Background: an optimization exercise with open tools, aiming at small area. Do not read the settings as production practice. No functional check of the RTL was part of any run shown here.

File: flow/config.mk
export PLATFORM = sky130hd
export DESIGN_NAME = ffe_lms_adapt
export DESIGN_NICKNAME = ffe_lms_adapt
export VERILOG_FILES = /design/flow/design.v
export SDC_FILE = /design/flow/constraint.sdc
export NUM_CORES = 4
export LEC_CHECK = 0
export ABC_AREA = 1
export CAP_MARGIN = 0
export CORE_MARGIN = 2
export CORE_UTILIZATION = 40
export CTS_BUF_LIST = sky130_fd_sc_hd__clkbuf_4 sky130_fd_sc_hd__clkbuf_8
export CTS_CLUSTER_SIZE = 30
export SLEW_MARGIN = 0
File: flow/constraint.sdc
create_clock -name core_clock -period 12.0 [get_ports {i_clk}]
set_input_delay 2.4000 -clock core_clock [delete_from_list [all_inputs] [get_ports {i_clk}]]
set_output_delay 2.4000 -clock core_clock [all_outputs]
set_load 0.01 [all_outputs]
File: flow/design.v
package ffe_pkg;
    localparam int FRAC_BITS    = 7;
    localparam int PAM2_POS     = 128;
    localparam int PAM2_NEG     = -128;
    localparam int MU_TRAIN_DEF = 6;
    localparam int MU_TRACK_DEF = 9;
    typedef enum logic [1:0] {
        ST_INIT  = 2'd0,
        ST_TRAIN = 2'd1,
        ST_TRACK = 2'd2,
        ST_HOLD  = 2'd3
    } lms_state_t;
endpackage
module lms_tap_update
#(
    parameter bit INIT_ONE = 1'b0
) (
    input  logic                     i_clk,
    input  logic                     i_rst,
    input  logic                     i_restart,
    input  logic [3:0]               i_one,
    input  logic [3:0]               i_two,
    input  logic [3:0]               i_neg,
    input  logic                     i_train,
    input  logic signed [10:0]       i_x,
    output logic        [8:0]        o_coef
);
    localparam logic [16:0] ACC_INIT  = INIT_ONE ? 17'(128 << 8) : 17'd0;
    localparam logic [8:0]  COEF_INIT = ACC_INIT[16:8];
    logic [16:0] acc_q, acc_nxt;
    logic [8:0]  coef_q;
    logic [17:0] sum;
    wire  [10:0] x = i_x;
    wire [3:0] one = i_one, two = i_two, neg = i_neg;
    wire p0 = (one[0] & x[0]) ^ neg[0];
    wire p1 = ((one[0] & x[1]) | (two[0] & x[0])) ^ neg[0];
    wire p2 = ((one[0] & x[2]) | (two[0] & x[1])) ^ neg[0];
    wire p3 = ((one[0] & x[3]) | (two[0] & x[2])) ^ neg[0];
    wire p4 = ((one[0] & x[4]) | (two[0] & x[3])) ^ neg[0];
    wire p5 = ((one[0] & x[5]) | (two[0] & x[4])) ^ neg[0];
    wire p6 = ((one[0] & x[6]) | (two[0] & x[5])) ^ neg[0];
    wire p7 = ((one[0] & x[7]) | (two[0] & x[6])) ^ neg[0];
    wire p8 = ((one[0] & x[8]) | (two[0] & x[7])) ^ neg[0];
    wire p9 = ((one[0] & x[9]) | (two[0] & x[8])) ^ neg[0];
    wire p10 = ((one[0] & x[10]) | (two[0] & x[9])) ^ neg[0];
    wire p11 = ~(((one[0] & x[10]) | (two[0] & x[10])) ^ neg[0]);
    wire p12 = (one[1] & x[0]) ^ neg[1];
    wire p13 = ((one[1] & x[1]) | (two[1] & x[0])) ^ neg[1];
    wire p14 = ((one[1] & x[2]) | (two[1] & x[1])) ^ neg[1];
    wire p15 = ((one[1] & x[3]) | (two[1] & x[2])) ^ neg[1];
    wire p16 = ((one[1] & x[4]) | (two[1] & x[3])) ^ neg[1];
    wire p17 = ((one[1] & x[5]) | (two[1] & x[4])) ^ neg[1];
    wire p18 = ((one[1] & x[6]) | (two[1] & x[5])) ^ neg[1];
    wire p19 = ((one[1] & x[7]) | (two[1] & x[6])) ^ neg[1];
    wire p20 = ((one[1] & x[8]) | (two[1] & x[7])) ^ neg[1];
    wire p21 = ((one[1] & x[9]) | (two[1] & x[8])) ^ neg[1];
    wire p22 = ((one[1] & x[10]) | (two[1] & x[9])) ^ neg[1];
    wire p23 = ~(((one[1] & x[10]) | (two[1] & x[10])) ^ neg[1]);
    wire p24 = (one[2] & x[0]) ^ neg[2];
    wire p25 = ((one[2] & x[1]) | (two[2] & x[0])) ^ neg[2];
    wire p26 = ((one[2] & x[2]) | (two[2] & x[1])) ^ neg[2];
    wire p27 = ((one[2] & x[3]) | (two[2] & x[2])) ^ neg[2];
    wire p28 = ((one[2] & x[4]) | (two[2] & x[3])) ^ neg[2];
    wire p29 = ((one[2] & x[5]) | (two[2] & x[4])) ^ neg[2];
    wire p30 = ((one[2] & x[6]) | (two[2] & x[5])) ^ neg[2];
    wire p31 = ((one[2] & x[7]) | (two[2] & x[6])) ^ neg[2];
    wire p32 = ((one[2] & x[8]) | (two[2] & x[7])) ^ neg[2];
    wire p33 = ((one[2] & x[9]) | (two[2] & x[8])) ^ neg[2];
    wire p34 = ((one[2] & x[10]) | (two[2] & x[9])) ^ neg[2];
    wire p35 = ~(((one[2] & x[10]) | (two[2] & x[10])) ^ neg[2]);
    wire p36 = (one[3] & x[0]) ^ neg[3];
    wire p37 = ((one[3] & x[1]) | (two[3] & x[0])) ^ neg[3];
    wire p38 = ((one[3] & x[2]) | (two[3] & x[1])) ^ neg[3];
    wire p39 = ((one[3] & x[3]) | (two[3] & x[2])) ^ neg[3];
    wire p40 = ((one[3] & x[4]) | (two[3] & x[3])) ^ neg[3];
    wire p41 = ((one[3] & x[5]) | (two[3] & x[4])) ^ neg[3];
    wire p42 = ((one[3] & x[6]) | (two[3] & x[5])) ^ neg[3];
    wire p43 = ((one[3] & x[7]) | (two[3] & x[6])) ^ neg[3];
    wire p44 = ((one[3] & x[8]) | (two[3] & x[7])) ^ neg[3];
    wire p45 = ((one[3] & x[9]) | (two[3] & x[8])) ^ neg[3];
    wire p46 = ((one[3] & x[10]) | (two[3] & x[9])) ^ neg[3];
    wire p47 = ~(((one[3] & x[10]) | (two[3] & x[10])) ^ neg[3]);
    wire s48 = p6 ^ p16;
    wire c49 = p6 & p16;
    wire s50 = p7 ^ p17;
    wire c51 = p7 & p17;
    wire s52 = p8 ^ p18;
    wire c53 = p8 & p18;
    wire s54 = p9 ^ p19;
    wire c55 = p9 & p19;
    wire s56 = p10 ^ p20;
    wire c57 = p10 & p20;
    wire s58 = p11 ^ p21 ^ p31;
    wire c59 = (p11 & p21) | (p11 & p31) | (p21 & p31);
    wire s60 = p22 ^ p32;
    wire c61 = p22 & p32;
    wire s62 = p4 ^ p14;
    wire c63 = p4 & p14;
    wire s64 = p5 ^ p15;
    wire c65 = p5 & p15;
    wire s66 = s48 ^ p26 ^ p36;
    wire c67 = (s48 & p26) | (s48 & p36) | (p26 & p36);
    wire s68 = c49 ^ s50 ^ p27;
    wire c69 = (c49 & s50) | (c49 & p27) | (s50 & p27);
    wire s70 = c51 ^ s52 ^ p28;
    wire c71 = (c51 & s52) | (c51 & p28) | (s52 & p28);
    wire s72 = c53 ^ s54 ^ p29;
    wire c73 = (c53 & s54) | (c53 & p29) | (s54 & p29);
    wire s74 = c55 ^ s56 ^ p30;
    wire c75 = (c55 & s56) | (c55 & p30) | (s56 & p30);
    wire s76 = c57 ^ s58 ^ p41;
    wire c77 = (c57 & s58) | (c57 & p41) | (s58 & p41);
    wire s78 = c59 ^ s60 ^ p42;
    wire c79 = (c59 & s60) | (c59 & p42) | (s60 & p42);
    wire s80 = c61 ^ p23 ^ p33;
    wire c81 = (c61 & p23) | (c61 & p33) | (p23 & p33);
    wire s82 = p34 ^ p44;
    wire c83 = p34 & p44;
    wire s84 = p2 ^ p12;
    wire c85 = p2 & p12;
    wire s86 = p3 ^ p13;
    wire c87 = p3 & p13;
    wire s88 = s62 ^ p24 ^ neg[2];
    wire c89 = (s62 & p24) | (s62 & neg[2]) | (p24 & neg[2]);
    wire s90 = c63 ^ s64 ^ p25;
    wire c91 = (c63 & s64) | (c63 & p25) | (s64 & p25);
    wire s92 = c65 ^ s66 ^ neg[3];
    wire c93 = (c65 & s66) | (c65 & neg[3]) | (s66 & neg[3]);
    wire s94 = c67 ^ s68 ^ p37;
    wire c95 = (c67 & s68) | (c67 & p37) | (s68 & p37);
    wire s96 = c69 ^ s70 ^ p38;
    wire c97 = (c69 & s70) | (c69 & p38) | (s70 & p38);
    wire s98 = c71 ^ s72 ^ p39;
    wire c99 = (c71 & s72) | (c71 & p39) | (s72 & p39);
    wire s100 = c73 ^ s74 ^ p40;
    wire c101 = (c73 & s74) | (c73 & p40) | (s74 & p40);
    wire s102 = ~(c75 ^ s76);
    wire c103 = c75 | s76;
    wire s104 = ~(c77 ^ s78);
    wire c105 = c77 | s78;
    wire s106 = c79 ^ s80 ^ p43;
    wire c107 = (c79 & s80) | (c79 & p43) | (s80 & p43);
    wire s108 = ~(c81 ^ s82);
    wire c109 = c81 | s82;
    wire s110 = c83 ^ p35 ^ p45;
    wire c111 = (c83 & p35) | (c83 & p45) | (p35 & p45);
    wire s112 = ~p46;
    wire c113 = p0 & neg[0];
    wire c114 = p1 & c113;
    wire c115 = (s84 & neg[1]) | (s84 & c114) | (neg[1] & c114);
    wire c116 = (c85 & s86) | (c85 & c115) | (s86 & c115);
    wire c117 = (c87 & s88) | (c87 & c116) | (s88 & c116);
    wire s118 = c89 ^ s90 ^ c117;
    wire c119 = (c89 & s90) | (c89 & c117) | (s90 & c117);
    wire s120 = c91 ^ s92 ^ c119;
    wire c121 = (c91 & s92) | (c91 & c119) | (s92 & c119);
    wire s122 = c93 ^ s94 ^ c121;
    wire c123 = (c93 & s94) | (c93 & c121) | (s94 & c121);
    wire s124 = c95 ^ s96 ^ c123;
    wire c125 = (c95 & s96) | (c95 & c123) | (s96 & c123);
    wire s126 = c97 ^ s98 ^ c125;
    wire c127 = (c97 & s98) | (c97 & c125) | (s98 & c125);
    wire s128 = c99 ^ s100 ^ c127;
    wire c129 = (c99 & s100) | (c99 & c127) | (s100 & c127);
    wire s130 = c101 ^ s102 ^ c129;
    wire c131 = (c101 & s102) | (c101 & c129) | (s102 & c129);
    wire s132 = c103 ^ s104 ^ c131;
    wire c133 = (c103 & s104) | (c103 & c131) | (s104 & c131);
    wire s134 = c105 ^ s106 ^ c133;
    wire c135 = (c105 & s106) | (c105 & c133) | (s106 & c133);
    wire s136 = c107 ^ s108 ^ c135;
    wire c137 = (c107 & s108) | (c107 & c135) | (s108 & c135);
    wire s138 = c109 ^ s110 ^ c137;
    wire c139 = (c109 & s110) | (c109 & c137) | (s110 & c137);
    wire s140 = c111 ^ s112 ^ c139;
    wire c141 = (c111 & s112) | (c111 & c139) | (s112 & c139);
    wire s142 = p46 ^ p47 ^ c141;
    wire c143 = (p46 & p47) | (p46 & c141) | (p47 & c141);
    wire [12:0] q = {s142, s140, s138, s136, s134, s132, s130, s128, s126, s124, s122, s120, s118};
    wire [12:0] d = i_train ? q : {{3{q[12]}}, q[12:3]};
    wire s144 = acc_q[0] ^ d[0];
    wire c145 = acc_q[0] & d[0];
    wire s146 = acc_q[1] ^ d[1] ^ c145;
    wire c147 = (acc_q[1] & d[1]) | (acc_q[1] & c145) | (d[1] & c145);
    wire s148 = acc_q[2] ^ d[2] ^ c147;
    wire c149 = (acc_q[2] & d[2]) | (acc_q[2] & c147) | (d[2] & c147);
    wire s150 = acc_q[3] ^ d[3] ^ c149;
    wire c151 = (acc_q[3] & d[3]) | (acc_q[3] & c149) | (d[3] & c149);
    wire s152 = acc_q[4] ^ d[4] ^ c151;
    wire c153 = (acc_q[4] & d[4]) | (acc_q[4] & c151) | (d[4] & c151);
    wire s154 = acc_q[5] ^ d[5] ^ c153;
    wire c155 = (acc_q[5] & d[5]) | (acc_q[5] & c153) | (d[5] & c153);
    wire s156 = acc_q[6] ^ d[6] ^ c155;
    wire c157 = (acc_q[6] & d[6]) | (acc_q[6] & c155) | (d[6] & c155);
    wire s158 = acc_q[7] ^ d[7] ^ c157;
    wire c159 = (acc_q[7] & d[7]) | (acc_q[7] & c157) | (d[7] & c157);
    wire s160 = acc_q[8] ^ d[8] ^ c159;
    wire c161 = (acc_q[8] & d[8]) | (acc_q[8] & c159) | (d[8] & c159);
    wire s162 = acc_q[9] ^ d[9] ^ c161;
    wire c163 = (acc_q[9] & d[9]) | (acc_q[9] & c161) | (d[9] & c161);
    wire s164 = acc_q[10] ^ d[10] ^ c163;
    wire c165 = (acc_q[10] & d[10]) | (acc_q[10] & c163) | (d[10] & c163);
    wire s166 = acc_q[11] ^ d[11] ^ c165;
    wire c167 = (acc_q[11] & d[11]) | (acc_q[11] & c165) | (d[11] & c165);
    wire s168 = acc_q[12] ^ d[12] ^ c167;
    wire c169 = (acc_q[12] & d[12]) | (acc_q[12] & c167) | (d[12] & c167);
    wire s170 = acc_q[13] ^ d[12] ^ c169;
    wire c171 = (acc_q[13] & d[12]) | (acc_q[13] & c169) | (d[12] & c169);
    wire s172 = acc_q[14] ^ d[12] ^ c171;
    wire c173 = (acc_q[14] & d[12]) | (acc_q[14] & c171) | (d[12] & c171);
    wire s174 = acc_q[15] ^ d[12] ^ c173;
    wire c175 = (acc_q[15] & d[12]) | (acc_q[15] & c173) | (d[12] & c173);
    wire s176 = acc_q[16] ^ d[12] ^ c175;
    wire c177 = (acc_q[16] & d[12]) | (acc_q[16] & c175) | (d[12] & c175);
    wire s178 = acc_q[16] ^ d[12] ^ c177;
    wire c179 = (acc_q[16] & d[12]) | (acc_q[16] & c177) | (d[12] & c177);
    assign sum = {s178, s176, s174, s172, s170, s168, s166, s164, s162, s160, s158, s156, s154, s152, s150, s148, s146, s144};
    always_comb begin
        acc_nxt = sum[16:0];
        if (sum[17] != sum[16]) begin
            acc_nxt = {sum[17], {16{~sum[17]}}};
        end
    end
    always_ff @(posedge i_clk or posedge i_rst) begin
        if (i_rst) begin
            acc_q  <= ACC_INIT;
            coef_q <= COEF_INIT;
        end else if (i_restart) begin
            acc_q  <= ACC_INIT;
            coef_q <= COEF_INIT;
        end else begin
            acc_q  <= acc_nxt;
            coef_q <= acc_q[16:8];
        end
    end
    assign o_coef = coef_q;
endmodule
module ffe_lms_adapt
#(
    parameter int IN_BW      = 11,
    parameter int OUT_BW     = 9,
    parameter int COEF_BW    = 9,
    parameter int N_COEF     = 7,
    parameter int ACC_EXT    = 8,
    parameter int MU_TRAIN   = ffe_pkg::MU_TRAIN_DEF,
    parameter int MU_TRACK   = ffe_pkg::MU_TRACK_DEF,
    parameter int TRAIN_LEN  = 1024,
    parameter int CENTER_TAP = 3
) (
    input  logic                       i_clk,
    input  logic                       i_rst,
    input  logic                       i_en,
    input  logic [IN_BW-1:0]           i_data,
    input  logic [OUT_BW-1:0]          i_ffe_out,
    input  logic                       i_adapt_en,
    input  logic                       i_restart,
    output logic [COEF_BW*N_COEF-1:0]  o_coefs,
    output logic [OUT_BW:0]            o_error,
    output logic [1:0]                 o_state,
    output logic                       o_trained
);
    ffe_pkg::lms_state_t state_q, state_d;
    logic [9:0]   train_cnt_q;
    logic         trained_q;
    logic [10:0]  dly_q [1:7];
    logic         v1_q;
    logic         train_mode_q;
    logic [7:0]   err_q, err_d;
    logic [8:0]   err_neg;
    logic         capture, cnt_done;
    always_ff @(posedge i_clk or posedge i_rst) begin
        if (i_rst) begin
            for (int unsigned k = 1; k < 8; k++) begin
                dly_q[k] <= '0;
            end
        end else if (i_en) begin
            dly_q[1] <= i_data;
            for (int unsigned k = 2; k < 8; k++) begin
                dly_q[k] <= dly_q[k-1];
            end
        end
    end
    assign err_d = {~i_ffe_out[7], i_ffe_out[6:0]};
    assign err_neg = 9'd0 - {err_q[7], err_q};
    assign capture  = i_en && i_adapt_en && !i_restart && ((state_q == ffe_pkg::ST_TRAIN) || (state_q == ffe_pkg::ST_TRACK));
    assign cnt_done = v1_q && !trained_q && (train_cnt_q == 10'h3ff);
    always_comb begin
        state_d = state_q;
        case (state_q)
            ffe_pkg::ST_INIT:  state_d = i_adapt_en ? ffe_pkg::ST_TRAIN : ffe_pkg::ST_HOLD;
            ffe_pkg::ST_TRAIN: begin
                if (!i_adapt_en) begin
                    state_d = ffe_pkg::ST_HOLD;
                end else if (cnt_done) begin
                    state_d = ffe_pkg::ST_TRACK;
                end
            end
            ffe_pkg::ST_TRACK: begin
                if (!i_adapt_en) begin
                    state_d = ffe_pkg::ST_HOLD;
                end
            end
            default: begin  
                if (i_adapt_en) begin
                    state_d = (trained_q || cnt_done) ? ffe_pkg::ST_TRACK : ffe_pkg::ST_TRAIN;
                end
            end
        endcase
        if (i_restart) begin
            state_d = ffe_pkg::ST_INIT;
        end
    end
    always_ff @(posedge i_clk or posedge i_rst) begin
        if (i_rst) begin
            state_q <= ffe_pkg::ST_INIT;
        end else begin
            state_q <= state_d;
        end
    end
    always_ff @(posedge i_clk or posedge i_rst) begin
        if (i_rst) begin
            train_cnt_q <= '0;
            trained_q   <= 1'b0;
        end else if (i_restart) begin
            train_cnt_q <= '0;
            trained_q   <= 1'b0;
        end else if (v1_q && !trained_q) begin
            train_cnt_q <= train_cnt_q + 1'b1;
            if (cnt_done) begin
                trained_q <= 1'b1;
            end
        end
    end
    always_ff @(posedge i_clk or posedge i_rst) begin
        if (i_rst) begin
            v1_q         <= 1'b0;
            train_mode_q <= 1'b0;
            err_q        <= '0;
        end else begin
            v1_q <= capture;
            if (capture) begin
                err_q        <= err_d;
                train_mode_q <= (state_q == ffe_pkg::ST_TRAIN);
            end
        end
    end
    logic [8:0] mb;
    logic [3:0] b_one, b_two, b_neg;
    assign mb = v1_q ? {~err_q, 1'b1} : 9'd0;
    for (genvar j = 0; j < 4; j++) begin : g_booth
        assign b_neg[j] = mb[2*j+2];
        assign b_one[j] = mb[2*j+1] ^ mb[2*j];
        assign b_two[j] = (mb[2*j+2] & ~mb[2*j+1] & ~mb[2*j]) | (~mb[2*j+2] & mb[2*j+1] & mb[2*j]);
    end
    for (genvar k = 0; k < N_COEF; k++) begin : g_tap
        lms_tap_update #(
            .INIT_ONE (k == CENTER_TAP)
        ) u_tap (
            .i_clk     (i_clk),
            .i_rst     (i_rst),
            .i_restart (i_restart),
            .i_one     (b_one),
            .i_two     (b_two),
            .i_neg     (b_neg),
            .i_train   (train_mode_q),
            .i_x       (dly_q[k+1]),
            .o_coef    (o_coefs[COEF_BW*k +: COEF_BW])
        );
    end
    assign o_error   = {err_neg[8], err_neg};
    assign o_state   = state_q;
    assign o_trained = trained_q;
endmodule
File: flow/run.sh
#!/bin/bash
# synth_recipe.tcl (not shown) runs the flow's synth.tcl, then flattens the netlist and writes it again
# the make line also repeats each setting of config.mk as NAME=value (left out here)
make -C /OpenROAD-flow-scripts/flow DESIGN_CONFIG=/design/flow/config.mk WORK_HOME=/design/flow/orfs CLKGATE_MAP_FILE= SYNTH_SCRIPT=/design/flow/synth_recipe.tcl finish
==> results by group, run 1 <==
Route
  • Drt pass-1 iters: 8
  • Drc violations: 0
  • Drt total wl: 69.0 mm
  • Vias per cell: 5.01
  • Wire per inst: 17.0 um
  • Vias: 20,311
  • Post-DRT Antenna Nets: 0
  • DRT iter0 DRCs: 1,437

Finish
  • Final nets: 3,593
  • Layout cells sized above 1: 0.139
  • Filler Cells Inserted: 6,299
  • Design Area, Final: 31,100 um2
  • Post-layout util: 0.474
  • Area growth, synth to finish: 17.8%

Yosys
  • Mapped Avg Cell Area: 8.91 um2
  • Cell variety after synth: 39
  • Seq/Total Area, Yosys: 0.267
  • Cell Area, Synth: 26,400 um2
  • Synth top area share: 0.265
  • Async SR Flop Fraction: 1.00
  • Yosys warnings: 5
  • Leading area contributor after synthesis: dfrtp_1
  • Top cells by area, synth: dfrtp_1, fa_1, xor2_1, inv_1, o22ai_1
  • Synth Area in Adders: 0.293
  • Largest family of logic cells by synthesized area: adder cells
  • Most common cell in the netlist: inv_1
  • Simple-gate area share of the yosys netlist: 0.0964
  • Post-synthesis register bit count: 282
  • Mapped Cells: 2,964
  • Most frequent cells after synthesis: inv_1, nand2_1, fa_1
  • Post-synthesis compound-gate area fraction: 0.132
  • Post-synthesis xor/xnor area fraction: 0.103
  • Net count after synthesis: 3,417
  • Top FF cell, synth: dfrtp_1
  • Number of synthesized flops with an enable pin: 0
  • Mux share of post-synthesis cell area: 0

Clock tree
  • Sink Count: 282
  • CTS tree: yes
  • Clk Latency, worst-skew pair: 0.67 ns
  • CTS buffer count: 55
  • Cts hold-fix bufs: 0
  • CTS root buf: clkbuf_8
  • H-tree Lvls: 2
  • Max clock buf depth: 3
  • Reg clk slew, reported paths: 0.06 ns

Place
  • Placed cell area: 29,300 um2
  • Final HPWL DP: 50.6 mm
  • PortBufs: 99
  • GPL Wtd Cong: 0.862

Global route
  • Overflow left after global routing: 0
  • Vias in the first global route: 20,291
  • Total GRT Usage: 0.206
  • First-pass GRT wire length: 112 mm
  • Largest net degree at the start of global routing: 105
  • Initial antenna violation count: 1

Worst setup path
  • Reg-to-Reg End: g_tap[4].u_tap.acc_q[0]
  • CP dominant cell by count: fa_1
  • Worst path arrival time: 12.06 ns
  • CP Capture Type: flip-flop
  • Worst Setup Start Kind: flip-flop
  • Register-to-Register Path Depth: 44
  • Worst-path fanout max: 13
  • Req. time, crit path: 12.54 ns
  • Largest stage delay on the critical path: 0.52 ns
  • Reg-to-reg startpoint: err_q[1]
  • R2r setup slk: 0.48 ns
  • Crit Path Category: flip-flop to flip-flop
  • Slowest cell on crit path: fa_1

Timing
  • Fmax: 86.8 MHz
  • Pin slew with the least headroom to its limit: 1.07 ns
  • Slew margin rel.: 0.281
  • Clock skew: 0.0356 ns
  • Fin Hold WS: 0.484 ns
  • Hold Fails Final Rpt: 0
  • Crit share post-route: 0.960
  • Final setup violating endpoints: 0
  • Minimum clock period: 11.52 ns
  • Slew Viols, Final: 0

Status
  • Status: complete, no violations

Die
  • Die extent in y: 261 um
  • I/O pin count: 101
  • DIE WIDTH: 261 um
  • Core area: 65,500 um2
  • Row count: 94
  • Initial Util: 0.403
  • DIE AREA: 68,100 um2

Job
  • Max_cap viols: 0

Hold path
  • Worst hold stages: 2
  • Hold endpoint: g_tap[4].u_tap.coef_q[8]
  • Worst Hold Class: flip-flop to flip-flop
  • HP Start: g_tap[4].u_tap.acc_q[16]
==> logic make-up (layout without fill, tap and decap cells) <==
group / Yosys count / after routing
other: 0 / 1
flip-flops: 282 / 282
buffers and inverters: 713 / 935
AO/OA/AOI/OAI: 596 / 596
XOR/XNOR: 311 / 311
AND/OR/NAND/NOR: 634 / 634
adder cells (fa/ha/maj): 428 / 428
==> routing by layer <==
metal / GRT usage / vias to the layer above / wire [um]
li1: - / 9733 / -
met1: 0.297 / 9917 / 32100
met2: 0.313 / 548 / 30600
met3: 0.0381 / 113 / 4230
met4: 0.0665 / 0 / 2050
met5: 0 / - / 0
==> cell usage in the layout, fill, tap and decap left out, types with 54 or more instances in the layout <==
cell type and count:
inv_1 476, xor2_1 308, nor2_1 199, clkdlybuf4s50_1 97, fa_1 242, fa_2 75, nand2_1 345, ha_1 111
buf_4 148, dfrtp_1 279, clkinv_1 54, clkbuf_8 66, o22ai_1 257, a21oi_1 122, o21ai_0 161
==> worst max path at each step <==
stage	from	to	slack, ns	cells past startpoint
6_report	err_q[1]	g_tap[4].u_tap.acc_q[0]	0.48	44
5_1_grt	err_q[1]	g_tap[0].u_tap.acc_q[14]	-0.02	48
4_1_cts	err_q[1]	g_tap[0].u_tap.acc_q[14]	-0.006	43
3_5_place_dp	v1_q	g_tap[2].u_tap.acc_q[4]	-0.17	42
3_3_place_gp	v1_q	g_tap[6].u_tap.acc_q[12]	-0.14	41
2_1_floorplan	v1_q	g_tap[3].u_tap.acc_q[10]	0.0005	44
==> state kept, by name, indices dropped and copies added (netlist names) <==
register and count:
g_tap.u_tap.acc_q 119, dly_q 77, g_tap.u_tap.coef_q 63, trained_q 1, train_mode_q 1, state_q 2
train_cnt_q 10, err_q 8, v1_q 1
==> critical path: cells and delay by family (launching register included) <==
family	cells	cell delay, ns
xor gates and xnor gates	1	0.16
buffers and inverters	11	0.98
AOI/OAI and AO/OA	3	0.46
and+or+nand+nor	6	0.44
DFF	1	0.41
adders and majority gates	23	8.95
==> layout make-up <==
class                   instances  area (um2)  area share
well taps                     864        1080      0.0348
inverters                     539        2030      0.0655
clock inverters                26         320      0.0103
multi-input cells            1969       16800       0.540
flip-flops and latches        282        7060       0.227
repair buffers                293        2810      0.0905
clock buffers                  77         991      0.0319
diodes                          1        2.50   0.0000805
==> what timing repair did <==
action,in CTS,in global routing
resized for setup,52,92
pin swaps,8,21
setup buffers,0,0
endpoints found under the setup margin,111,119
cloned,3,4
==> metrics by stage <==
stage | setup slack [ns] | setup TNS [ns] | cells
3_5_place_dp | -0.169 | -12.55 | 3940
2_1_floorplan | 0.000547 | 0 | 2964
5_1_grt | -0.0184 | -0.0568 | 4051
6_report | 0.479 | 0 | 4051
4_1_cts | -0.00637 | -0.00637 | 4046
3_3_place_gp | -0.135 | -7.57 | 3940
==> run 2, diff against run 1 <==
==> flow/config.mk (replaced) <==
export PLATFORM = sky130hd
export DESIGN_NAME = ffe_lms_adapt
export DESIGN_NICKNAME = ffe_lms_adapt
export VERILOG_FILES = /design/flow/design.v
export SDC_FILE = /design/flow/constraint.sdc
export NUM_CORES = 4
export LEC_CHECK = 0
export ABC_AREA = 1
export CAP_MARGIN = 20
export CORE_MARGIN = 2
export CORE_UTILIZATION = 40
export SLEW_MARGIN = 20
==> run 2 against run 1 <==
Net effect:
- hold slack improved by 0.0067 ns
- design area about the same
- synthesized area unchanged
- cell count is 0.94% lower
- routed wire length up 0.24%
- core utilization hardly changed
- largest cell class unchanged
==> results by group, run 2 <==
Place
  • GPL Wtd Cong: 0.862
  • PortBufs: 99
  • Final HPWL DP: 50.6 mm
  • Placed cell area: 29,300 um2

Global route
  • Vias in the first global route: 20,176
  • Overflow left after global routing: 0
  • Largest net degree at the start of global routing: 105
  • Initial antenna violation count: 0
  • Total GRT Usage: 0.207
  • First-pass GRT wire length: 112 mm

Finish
  • Area growth, synth to finish: 17.7%
  • Max reg flops: 119
  • Filler Cells Inserted: 6,252
  • Commonest non-fill, non-tap cell in the layout: inv_1
  • Largest reg by FF count: g_tap.u_tap.acc_q
  • Top Registers: g_tap.u_tap.acc_q: 119 flops, dly_q: 77 flops, g_tap.u_tap.coef_q: 63 flops
  • Final nets: 3,575
  • FF+latch area: 7060 um2
  • Most frequent cells in the layout: inv_1, nand2_1, xor2_1, dfrtp_1, o22ai_1
  • Area of the multi-input gates: 16,800 um2
  • Design Area, Final: 31,100 um2
  • ANT cells: 0
  • Layout cells sized above 1: 0.127

Clock tree
  • Clk Latency, worst-skew pair: 0.56 ns
  • CTS buffer count: 37
  • Sink Count: 282
  • CTS root buf: clkbuf_16
  • Max clock buf depth: 3
  • CTS tree: yes
  • Reg clk slew, reported paths: 0.06 ns
  • H-tree Lvls: 2
  • Cts hold-fix bufs: 0
  • Setup Buffers After CTS: 0

Die
  • DIE AREA: 68,100 um2
  • Core area: 65,500 um2
  • Die extent in y: 261 um
  • Row count: 94
  • I/O pin count: 101
  • Initial Util: 0.403
  • DIE WIDTH: 261 um

Hold path
  • Worst Hold Class: flip-flop to flip-flop

Status
  • Status: complete, no violations

Yosys
  • Seq/Total Area, Yosys: 0.267
  • Mapped Avg Cell Area: 8.91 um2
  • Yosys warnings: 5
  • Cell variety after synth: 39
  • Async SR Flop Fraction: 1.00
  • Number of synthesized flops with an enable pin: 0
  • Post-synthesis register bit count: 282
  • Most common cell in the netlist: inv_1
  • Top cells by area, synth: dfrtp_1, fa_1, xor2_1, inv_1, o22ai_1
  • Leading area contributor after synthesis: dfrtp_1
  • Net count after synthesis: 3,417
  • Cell Area, Synth: 26,400 um2
  • Top FF cell, synth: dfrtp_1
  • Most frequent cells after synthesis: inv_1, nand2_1, fa_1
  • Mapped Cells: 2,964
  • Synth top area share: 0.265

Timing
  • TNS Setup: 0 ns
  • Pin slew with the least headroom to its limit: 1.04 ns
  • Slew margin rel.: 0.300
  • Hold Fails Final Rpt: 0
  • Crit share post-route: 0.962
  • Final setup violating endpoints: 0
  • Slew Viols, Final: 0
  • Clock skew: 0.0103 ns
  • Fmax: 86.6 MHz
  • Minimum clock period: 11.54 ns
  • Fin Hold WS: 0.490 ns

Worst setup path
  • CP dominant cell by count: fa_1
  • Req. time, crit path: 12.48 ns
  • Worst Setup Start Kind: flip-flop
  • Worst-path fanout max: 17
  • Largest stage delay on the critical path: 0.63 ns
  • Crit Path Category: flip-flop to flip-flop
  • CP Capture Type: flip-flop
  • Slowest cell on crit path: fa_2
  • Worst path arrival time: 12.02 ns

Route
  • DRT iter0 DRCs: 1,406
  • Drt pass-1 iters: 6
  • Drt total wl: 69.2 mm
  • Post-DRT Antenna Nets: 0
  • Vias: 20,223
  • Wire per inst: 17.2 um
  • Vias per cell: 5.04
  • Drc violations: 0

Job
  • Max_cap viols: 0
==> run 2: repair_timing <==
| action | 4_1_cts | 5_1_grt |
|---|---|---|
| pin swaps | 7 | 21 |
| gates resized for setup | 52 | 88 |
| setup endpoints to repair | 112 | 119 |
| gates cloned | 4 | 3 |
==> run 2: layout make-up <==
class,instances,share of cell area
Clock buffer,50,0.0336
Clock inverter,16,0.00826
Inverter,539,0.0655
Multi-Input combinational cell,1969,0.540
Sequential cell,282,0.227
Tap cell,864,0.0348
Timing Repair Buffer,293,0.0906
==> run 2: worst max-delay path: cells and delay by family (launching register included) <==
family	cells	cell delay [ns]
adder cells (fa/ha/maj)	23	9.15
buffers and inverters	11	1.32
flip-flops	1	0.42
AO/OA/AOI/OAI	3	0.32
AND/OR/NAND/NOR	2	0.14
XOR/XNOR	1	0.11
==> run 2: logic make-up (layout without fill, tap and decap cells) <==
group | Yosys count | count (layout) | share of synthesized area
buffers and inverters | 713 | 898 | 0.108
and+or+nand+nor | 634 | 634 | 0.0964
xor gates and xnor gates | 311 | 311 | 0.103
DFF | 282 | 282 | 0.267
AOI/OAI and AO/OA | 596 | 596 | 0.132
adders and majority gates | 428 | 428 | 0.293
==> run 2: layer usage <==
layer / up-vias / track usage / routed length [um]
li1: 9688 / - / -
met1: 9921 / 0.299 / 32400
met2: 505 / 0.317 / 30800
met3: 109 / 0.0359 / 3830
met4: 0 / 0.0638 / 2090
met5: - / 0 / 0
==> run 2: final timing paths <==
path,from,endpoint,slack (ns),cells past startpoint
max,err_q[1],g_tap[2].u_tap.acc_q[1],0.46,40
min in group asynchronous,i_rst,g_tap[1].u_tap.coef_q[6],2.40,2
min,dly_q[2][3],dly_q[3][3],0.49,2
min reg2reg,dly_q[2][3],dly_q[3][3],0.49,2
max reg2reg,err_q[1],g_tap[2].u_tap.acc_q[1],0.46,40
max in group asynchronous,i_rst,g_tap[6].u_tap.acc_q[12],7.38,4
==> run 2: metrics by stage <==
stage	util	worst slack, ns	instances
6_report	0.474	0.456	4013
5_1_grt	0.474	-0.0249	4013
2_1_floorplan	-	0.000547	2964
4_1_cts	0.470	0.00248	4010
3_5_place_dp	0.447	-0.169	3940
3_3_place_gp	0.447	-0.135	3940

==> separate check: timing with driven ports <==
How much do the figures lean on ideal ports? The routed layouts below were timed once more, with nothing changed but the port constraints.
Step 1 (the two cells are an assumption about what drives the block):
set clk [get_ports {i_clk}]
set_driving_cell -lib_cell sky130_fd_sc_hd__clkbuf_16 $clk
set_driving_cell -lib_cell sky130_fd_sc_hd__buf_2 [delete_from_list [all_inputs] $clk]
Step 2, shift: input delay + t, output delay - t, t = (earliest + latest rising clock arrival at the registers) / 2. This alone moves slack from input paths to output paths.
a / b / c = no drivers / after step 1 / after step 2; a / b = the first two.
run	t, ns	slack for setup (ns)	latest minus earliest clock arrival (ns)	worst register clock-pin slew, ns
run 1	0.712	0.479 / 0.479 / 0.479	0.037 / 0.036	0.07 / 0.07
run 2	0.612	0.456 / 0.456 / 0.456	0.012 / 0.012	0.06 / 0.06
After both steps every run listed still meets setup and hold.
